This design comes from an exercise in tuning for small area on the open sky130 flow, not from production work. Function was checked by simulation only, so behaviour that the tests miss may differ from the original.

== alpha ==
## vec_sequencer
module vec_sequencer (
  input  logic                            clk_i,
  input  logic                            rst_ni,
  input  logic                            req_valid_i,
  output logic                            req_ready_o,
  input  logic [2:0]                      req_op_i,
  input  logic [4:0]                      req_vs1_i,
  input  logic                            req_use_vs1_i,
  input  logic [4:0]                      req_vs2_i,
  input  logic                            req_use_vs2_i,
  input  logic [4:0]                      req_vd_i,
  input  logic                            req_use_vd_i,
  output logic                            resp_valid_o,
  output logic                            resp_error_o,
  output logic                            idle_o,
  output logic                            pe_req_valid_o,
  input  logic                            pe_req_ready_i,
  output logic [2:0]                      pe_req_id_o,
  output logic [2:0]                      pe_req_op_o,
  output logic [4:0]                      pe_req_vs1_o,
  output logic [4:0]                      pe_req_vs2_o,
  output logic [4:0]                      pe_req_vd_o,
  output logic [7:0]                      pe_hazard_vs1_o,
  output logic [7:0]                      pe_hazard_vs2_o,
  output logic [7:0]                      pe_hazard_vd_o,
  output logic [7:0]                      vinsn_running_o,
  output logic [63:0]                     hazard_table_o,
  input  logic [31:0]                     unit_done_i,
  input  logic                            addrgen_ack_i,
  input  logic                            addrgen_error_i
);
==> flow/config.mk <==
export PLATFORM = sky130hd
export DESIGN_NAME = vec_sequencer
export DESIGN_NICKNAME = vec_sequencer
export VERILOG_FILES = /design/flow/design.v
export SDC_FILE = /design/flow/constraint.sdc
export NUM_CORES = 4
export LEC_CHECK = 0
export CAP_MARGIN = 20
export CORE_MARGIN = 2
export CORE_UTILIZATION = 40
export SLEW_MARGIN = 20
==> flow/constraint.sdc <==
create_clock -name core_clock -period 6.0 [get_ports {clk_i}]
set_input_delay 1.2000 -clock core_clock [delete_from_list [all_inputs] [get_ports {clk_i}]]
set_output_delay 1.2000 -clock core_clock [all_outputs]
set_load 0.01 [all_outputs]
standard.sh (not shown) runs the stock make flow with config.mk's settings and CLKGATE_MAP_FILE= SYNTH_SCRIPT=/design/flow/synth_recipe.tcl, a recipe that flattens the netlist after the stock synthesis.
==> flow/flow/run.sh <==
#!/bin/bash
# Standard layout, with three changes:
#  - synthesis maps the logic with an area-oriented ABC script (flow/area.abc);
#    everything else in synthesis is synth_recipe.tcl as given
#  - the port buffers are made from the smallest buffer cell
#  - a lighter clock tree: clkbuf_4 only, small sink clusters, no dummy loads
set -euo pipefail
W=$PWD
sed "s#@ABC@#$W/flow/area.abc#" flow/area_synth.tcl.in > "$W/area_synth.tcl"
export BUFFER_PORTS_ARGS="-buffer_cell sky130_fd_sc_hd__buf_1"
export CTS_ARGS="-sink_clustering_enable -repair_clock_nets -dont_use_dummy_load -buf_list {sky130_fd_sc_hd__clkbuf_4} -sink_clustering_size 10 -sink_clustering_max_diameter 40"
bash standard.sh finish SYNTH_SCRIPT="$W/area_synth.tcl" > standard_make.log 2>&1
==> flow/flow/area.abc <==
strash
dch
amap
==> flow/flow/area_synth.tcl.in <==
proc abc {args} {
  set i [lsearch -exact $args -script]
  if {$i >= 0} { lset args [expr {$i + 1}] @ABC@ }
  yosys abc {*}$args
}
proc synth {args} { yosys synth -nofsm -noshare {*}$args }
source $::env(SCRIPTS_DIR)/synth.tcl
# left out here: clear keep_hierarchy, flatten, clean up, hide names made inside functions, write 1_2_yosys.v
alpha: no failed stages, no open violations at the end
#### Input delta (beta over alpha)
-- flow/design.v --
<<< alpha, line 116
  assign hz2 = (raw2 | war) & keep;
  assign hzd = waw & keep;
  logic [7:0] hzany;
  assign hzany = hz1 | hz2 | hzd;
  always_ff @(posedge clk_i or negedge rst_ni) begin
    if (!rst_ni) begin
>>> beta, line 116
  assign hz2 = (raw2 | war) & keep;
  assign hzd = waw & keep;
  logic [7:0][7:0] table_q;
  always_ff @(posedge clk_i or negedge rst_ni) begin
    if (!rst_ni) begin
<<< alpha, line 127
      wait_q         <= 1'b0;
      pe_req_valid_o <= 1'b0;
    end else begin
      run_q <= run_d;
>>> beta, line 126
      wait_q         <= 1'b0;
      pe_req_valid_o <= 1'b0;
      table_q        <= '0;
    end else begin
      run_q <= run_d;
<<< alpha, line 143
      end
      pe_req_valid_o <= issue || (pe_req_valid_o && !pe_req_ready_i);
    end
  end
  logic [63:0] table_q;
  always_ff @(posedge clk_i or negedge rst_ni) begin
    if (!rst_ni) begin
      table_q <= '0;
    end else begin
      for (int r = 0; r < 8; r++) begin
        for (int j = 0; j < 8; j++) begin
          if (r == j) table_q[8*r+j] <= 1'b0;
          else table_q[8*r+j] <= (table_q[8*r+j] && keep[r] && keep[j]) ||
                                 (issue && nsel[r] && hzany[j]);
        end
      end
>>> beta, line 143
      end
      pe_req_valid_o <= issue || (pe_req_valid_o && !pe_req_ready_i);
      for (int r = 0; r < 8; r++) begin
        for (int j = 0; j < 8; j++) begin
          if (r == j) table_q[r][j] <= 1'b0;
          else table_q[r][j] <= (table_q[r][j] && keep[r] && keep[j]) ||
                                (issue && nsel[r] && (hz1[j] || hz2[j] || hzd[j]));
        end
      end
<<< alpha, line 172
      for (int i = 0; i < 8; i++) begin
        if (nsel[i]) begin
          wreg_q[i]  <= req_vd_i;
          r1reg_q[i] <= req_vs1_i;
          r2reg_q[i] <= req_vs2_i;
        end
      end
    end
  end
  logic [7:0] set_w, set_r1, set_r2, kill_w, kill_r1, kill_r2;
  assign set_w   = (issue && req_use_vd_i)  ? nsel : 8'h00;
  assign set_r1  = (issue && req_use_vs1_i) ? nsel : 8'h00;
  assign set_r2  = (issue && req_use_vs2_i) ? nsel : 8'h00;
  assign kill_w  = issue ? (nsel | (req_use_vd_i ? eq_wd : 8'h00)) : 8'h00;
  assign kill_r1 = issue ? (nsel | (req_use_vs1_i ? eq_a1 : 8'h00) | (req_use_vs2_i ? eq_a2 : 8'h00)) : 8'h00;
  assign kill_r2 = issue ? (nsel | (req_use_vs1_i ? eq_b1 : 8'h00) | (req_use_vs2_i ? eq_b2 : 8'h00)) : 8'h00;
  always_ff @(posedge clk_i) begin
    wlast_q  <= (wlast_q  & ~kill_w)  | set_w;
    r1last_q <= (r1last_q & ~kill_r1) | set_r1;
    r2last_q <= (r2last_q & ~kill_r2) | set_r2;
  end
endmodule
>>> beta, line 165
      for (int i = 0; i < 8; i++) begin
        if (nsel[i]) begin
          wreg_q[i]   <= req_vd_i;
          r1reg_q[i]  <= req_vs1_i;
          r2reg_q[i]  <= req_vs2_i;
          wlast_q[i]  <= req_use_vd_i;
          r1last_q[i] <= req_use_vs1_i;
          r2last_q[i] <= req_use_vs2_i;
        end else begin
          if (req_use_vd_i && eq_wd[i]) wlast_q[i] <= 1'b0;
          if ((req_use_vs1_i && eq_a1[i]) || (req_use_vs2_i && eq_a2[i])) r1last_q[i] <= 1'b0;
          if ((req_use_vs1_i && eq_b1[i]) || (req_use_vs2_i && eq_b2[i])) r2last_q[i] <= 1'b0;
        end
      end
    end
  end
endmodule
==> comparison <==
beta closes out successfully: all stages finished, all timing, DRC and antenna checks passed.
alpha: flow completed, timing, DRC and antenna clean
Compare alpha and beta | cell area higher: beta
Changes observed in beta relative to alpha: worst hold-check slack up 0.054 ns; wire length of the first global-routing pass down 2.1%; core utilization up 0.19 points; setup slack after layout up 0.13 ns; count of cells along the worst register-to-register path up 1.
Start point of the critical path = req_vd_i[3]: beta; start point of the critical path = req_op_i[2]: alpha
sky130_fd_sc_hd__nor3_1 as the cell with the biggest individual delay on the critical path was reported by beta, and sky130_fd_sc_hd__nand2_1 by alpha.
Compared with alpha, in beta count of inverters other than clock inverters in the layout fell by 1.4%; final critical-path share of the clock period fell by 2.1 points; count of unique library cells instantiated by Yosys fell by 4; upper clock frequency limit rose by about 3.3%.
beta ends up with a average wire per standard cell that is about 0.45% lower than in alpha.
beta vs. alpha: wire length now smaller; met1 track demand over resource in global routing now larger.

-- afterwards: timing with drivers on the ports --
How much do the figures lean on ideal ports? The routed layouts below were timed once more, with nothing changed but the port constraints.
Step 1 sets driving cells, clkbuf_16 on the clock port and buf_2 on the other inputs (assumed; they add their load-dependent delay and slew).
Step 2 moves the port delays by t, midway between the first and last clock arrival at a register: inputs arrive t later, outputs are due t later. That takes back most of the time a late clock gives input paths.
Three values: ideal, step 1, step 2; two values: the first two.
run | shift t [ns] | setup WS [ns] | worst data-port slew with drivers (ns) | pins driven straight from the clock port
alpha | 0.699 | 1.974 / 1.995 / 1.298 | 0.06 | 1
beta | 0.698 | 2.101 / 2.099 / 1.415 | 0.07 | 1
After both steps setup and hold are still met in every run listed. For beta, which loses most, drivers alone change the setup slack by -0.002 ns; drivers and shift together by -0.686 ns.
